From an optimization exercise on the open Yosys and OpenROAD flow, aimed at small area and a short achievable clock period; shortcuts taken in it are not production practice.

== before ==
==> flow/design.v <==
`timescale 1ns/100ps
module pfxCarry #(
  parameter int N  = 32,
  parameter bit KS = 1
) (
  input  logic [N-1:0] p,
  input  logic [N-1:0] g,
  output logic [N-1:0] c
);
  localparam int L = $clog2(N);
  logic [N-1:0] gg [0:L];
  logic [N-1:0] pp [0:L];
  always_comb begin
    gg[0] = g;
    pp[0] = p;
    for (int k = 0; k < L; k++) begin
      for (int i = 0; i < N; i++) begin
        int j;
        if (KS) j = i - (1 << k);
        else    j = ((i >> k) & 1) ? (((i >> k) << k) - 1) : -1;
        if (j >= 0) begin
          gg[k+1][i] = gg[k][i] | (pp[k][i] & gg[k][j]);
          pp[k+1][i] = pp[k][i] & pp[k][j];
        end else begin
          gg[k+1][i] = gg[k][i];
          pp[k+1][i] = pp[k][i];
        end
      end
    end
  end
  assign c = gg[L];
endmodule
module pfxAdd #(
  parameter int N  = 32,
  parameter bit KS = 1
) (
  input  logic [N-1:0] a,
  input  logic [N-1:0] b,
  output logic [N-1:0] s,
  output logic         co
);
  logic [N-1:0] p, c;
  assign p = a ^ b;
  pfxCarry #(.N(N), .KS(KS)) carry_i (.p (p), .g (a & b), .c (c));
  assign s  = p ^ {c[N-2:0], 1'b0};
  assign co = c[N-1];
endmodule
`timescale 1ns/100ps
module executeUnit (
  input  logic         Clk,
  input  logic         reset,
  input  logic [150:0] idExIn,
  output logic [106:0] exMemOut
);
  localparam bit KS_ALU = 0;
  localparam bit KS_BT  = 0;
  logic [4:0]  inCtrl;
  logic        regDst, aluSrc;
  logic [5:0]  aluOp, funct;
  logic [31:0] pcPlus4, rdA, rdB, imm;
  logic [4:0]  rt, rd, shamt;
  assign inCtrl  = idExIn[150:146];
  assign regDst  = idExIn[145];
  assign aluSrc  = idExIn[144];
  assign aluOp   = idExIn[143:138];
  assign pcPlus4 = idExIn[137:106];
  assign rdA     = idExIn[105:74];
  assign rdB     = idExIn[73:42];
  assign imm     = idExIn[41:10];
  assign rt      = idExIn[9:5];
  assign rd      = idExIn[4:0];
  assign funct   = imm[5:0];
  assign shamt   = imm[10:6];
  logic isR;
  logic dSub, dSlt, dAnd, dOr, dXor, dNor, dSll, dSrl, dShift, dLogic, dArith;
  assign isR    = (aluOp == 6'h00);
  assign dSlt   = (isR & (funct == 6'h2A)) | (aluOp == 6'h0A);
  assign dSub   = (isR & (funct == 6'h22)) | (aluOp == 6'h04) | dSlt;
  assign dAnd   = (isR & (funct == 6'h24)) | (aluOp == 6'h0C);
  assign dOr    = (isR & (funct == 6'h25)) | (aluOp == 6'h0D);
  assign dXor   =  isR & (funct == 6'h26);
  assign dNor   =  isR & (funct == 6'h27);
  assign dSll   =  isR & (funct == 6'h00);
  assign dSrl   =  isR & (funct == 6'h02);
  assign dShift = dSll | dSrl;
  assign dLogic = dAnd | dOr | dXor | dNor;
  assign dArith = ~(dSlt | dLogic | dShift);
  logic [31:0] opB, inP, inG, shIn, shPre;
  logic [3:0]  lutP, lutG;
  assign opB = aluSrc ? imm : rdB;
  logic dAndi, dOri, dNone;
  assign dAndi = dAnd | dOr;                   
  assign dOri  = dOr | dXor;                   
  assign dNone = dAnd | dNor | dShift;         
  assign lutP = {dSub | dAndi, ~(dSub | dNone), ~(dSub | dNone), dSub | dNor};
  assign lutG = {~(dSub | dLogic | dShift), dSub, 2'b00};
  always_comb
    for (int i = 0; i < 32; i++)
      shIn[i] = (dSll & opB[31-i]) | (dSrl & opB[i]);
  assign shPre = shamt[4] ? {16'd0, shIn[31:16]} : shIn;
  always_comb
    for (int i = 0; i < 32; i++) begin
      inP[i] = lutP[{rdA[i], opB[i]}] | shPre[i];
      inG[i] = lutG[{rdA[i], opB[i]}];
    end
  logic [14:0] btLo, btHi0;
  logic        btLoCo, btHiCo;
  pfxAdd #(.N(15), .KS(KS_BT)) btLoAdd_i (.a (pcPlus4[16:2]),  .b (imm[14:0]),  .s (btLo),  .co (btLoCo));
  pfxAdd #(.N(15), .KS(KS_BT)) btHiAdd_i (.a (pcPlus4[31:17]), .b (imm[29:15]), .s (btHi0), .co (btHiCo));
  logic        killQ;                  
  logic [4:0]  ctrlQ, wrQ;
  logic [31:0] rd2Q, pQ, gQ;
  logic        cinQ;
  logic        sumQ, sltQ, srlQ, sllQ;
  logic [3:0]  shamtQ;
  logic [14:0] btLoQ, btHi0Q;
  logic [1:0]  btPcQ;
  logic        btCQ;
  always_ff @(posedge Clk) begin
    killQ  <= reset;
    ctrlQ  <= inCtrl;
    wrQ    <= regDst ? rd : rt;
    rd2Q   <= rdB;
    pQ     <= inP;
    gQ     <= {inG[31:1], inG[0] | (inP[0] & dSub)};
    cinQ   <= dSub;
    sumQ   <= dArith | dLogic;
    sltQ   <= dSlt;
    srlQ   <= dSrl;
    sllQ   <= dSll;
    shamtQ <= shamt[3:0];
    btPcQ  <= pcPlus4[1:0];
    btLoQ  <= btLo;
    btHi0Q <= btHi0;
    btCQ   <= btLoCo;
  end
  logic clr;
  assign clr = reset | killQ;
  logic [31:0] carry, sum, sh, shRev;
  logic        lt, zAdd, zSh, zero;
  logic [31:0] aluRes;
  pfxCarry #(.N(32), .KS(KS_ALU)) aluCarry_i (.p (pQ), .g (gQ), .c (carry));
  assign sum = pQ ^ {carry[30:0], cinQ};
  assign sh = pQ >> shamtQ;
  always_comb for (int i = 0; i < 32; i++) shRev[i] = sh[31-i];
  assign lt = pQ[31] ? sum[31] : gQ[31];
  logic [31:0] kin;
  assign kin  = {pQ[30:0] | gQ[30:0], cinQ};
  assign zAdd = (pQ == kin);
  logic [15:0] keep;
  always_comb for (int k = 0; k < 16; k++) keep[k] = (k >= shamtQ);
  assign zSh  = ~|pQ[31:16] & ~|(pQ[15:0] & keep);
  logic selSum, selSrl, selSll, selSlt;
  assign selSum = sumQ & ~clr;
  assign selSrl = srlQ & ~clr;
  assign selSll = sllQ & ~clr;
  assign selSlt = sltQ & ~clr;
  assign aluRes = ({32{selSum}} & sum) | ({32{selSrl}} & sh) | ({32{selSll}} & shRev) |
                  {31'd0, selSlt & lt};
  assign zero   = (sumQ & zAdd) | (sltQ & ~lt) | ((srlQ | sllQ) & zSh);
  logic [14:0] btHi;
  assign btHi = btHi0Q + {14'd0, btCQ};
  always_ff @(posedge Clk) begin
    exMemOut[106:102] <= clr ? 5'd0 : ctrlQ;
    exMemOut[101:70]  <= clr ? 32'd0 : {btHi, btLoQ, btPcQ};
    exMemOut[69]      <= ~reset & (killQ | zero);
    exMemOut[68:37]   <= aluRes;
    exMemOut[36:5]    <= clr ? 32'd0 : rd2Q;
    exMemOut[4:0]     <= clr ? 5'd0 : wrQ;
  end
endmodule
clock: 5.0 ns
lec_check: 0
cap_margin: 20
core_margin: 2
core_utilization: 40
setup_slack_margin: 2.85
slew_margin: 20
standard.sh (not shown) runs the stock make flow with config.mk's settings and CLKGATE_MAP_FILE= SYNTH_SCRIPT=/design/flow/synth_recipe.tcl, a recipe that flattens the netlist after the stock synthesis.
==> flow/flow/run.sh <==
#!/bin/bash
# Own layout flow: the standard ORFS flow with four changes.
#  * ABC maps for delay (dch; map -D) instead of ORFS's area-recovering script.
#  * Yosys does not extract full/half adder cells, so ABC sees the whole
#    carry logic (ADDER_MAP_FILE empty).
#  * Clock tree from clkbuf_8 cells, without dummy loads.
#  * Port buffers are buf_2 cells instead of clkdlybuf4s50_1 delay cells.
# The synthesis itself is otherwise ORFS's (synth_recipe.tcl), so the registers
# and their names are the standard synthesis's.
set -euo pipefail
W=$PWD
rm -rf "$W/scripts_own"
cp -r "$FLOW_HOME/scripts" "$W/scripts_own"
cp "$W/flow/abc_speed.script" "$W/scripts_own/abc_speed.script"
export SCRIPTS_DIR="$W/scripts_own"
export ADDER_MAP_FILE=
export BUFFER_PORTS_ARGS="-buffer_cell sky130_fd_sc_hd__buf_2"
export CTS_ARGS="-sink_clustering_enable -repair_clock_nets -buf_list sky130_fd_sc_hd__clkbuf_8 -dont_use_dummy_load"
bash standard.sh synth > "$W/own_synth.log" 2>&1
bash standard.sh > "$W/own_layout.log" 2>&1
==> flow/flow/abc_speed.script <==
strash
dch
map -D 800
buffer -p
upsize -D 800
dnsize -D 800
stime -p
before finished every stage and its layout cleared the timing, DRC and antenna checks.
#### Input delta (after over before)
--- a/flow/design.v
+++ b/flow/design.v
@@ -104,4 +104,8 @@
       inG[i] = lutG[{rdA[i], opB[i]}];
     end
+  logic [3:0] lutG0;
+  logic       inG0;
+  assign lutG0 = {lutG[3] | dSub, dSub, 1'b0, dSub};
+  assign inG0  = lutG0[{rdA[0], opB[0]}];
   logic [14:0] btLo, btHi0;
   logic        btLoCo, btHiCo;
@@ -123,5 +127,5 @@
     rd2Q   <= rdB;
     pQ     <= inP;
-    gQ     <= {inG[31:1], inG[0] | (inP[0] & dSub)};
+    gQ     <= {inG[31:1], inG0};
     cinQ   <= dSub;
     sumQ   <= dArith | dLogic;
==> comparison <==
Measured against each other, before and after differ in data required time of the critical path, the higher figure coming from after.
Delta (after minus before): wire length climbed about 4%, fraction of synthesized area in multiplexers increased by 0.79 points relative to the old numbers, proportion of cell area occupied by registers neither gained nor lost much, global-route wire length before repair moved up, total routing usage reported by global routing rose 0.92 points.
From before to after, flip-flop and latch count did not move at all.
Total of fill cells in the finished design in after is 56 higher than in before
Diff before -> after | mean cell area of the mapped netlist | up slightly
Comparing before and after, the lower hold slack is on after.
Total buffers and inverters traversed by the critical path: after vs before down 3
Function was not checked in any run of this note: the RTL went through the layout flow alone.

==> afterwards: timing with drivers on the ports <==
In the flow no input, the clock included, has a driving cell. The finished layouts below were timed again as built, in two steps. Step 1 sets driving cells, clkbuf_16 on the clock port and buf_2 on the other inputs (assumed; they add their load-dependent delay and slew). Step 2 times the ports against the registers' clock, not the clock port: input delays grow and output delays shrink by t, the midpoint of the rising clock arrivals with the driver on. Three values: ideal, step 1, step 2; two values: the first two.
| run | t, ns | setup WS [ns] | worst setup path after step 2 | worst slew at a driven data input, ns | pins driven straight from the clock port |
|---|---|---|---|---|---|
| before | 0.640 | 2.845 / 2.850 / 2.210 | input to register | 0.12 | 1 |
| after | 0.647 | 2.826 / 2.826 / 2.228 | input to register | 0.10 | 1 |
After both steps every run listed still meets setup and hold. For before, which loses most, drivers alone change the setup slack by +0.005 ns; drivers and shift together by -0.635 ns.
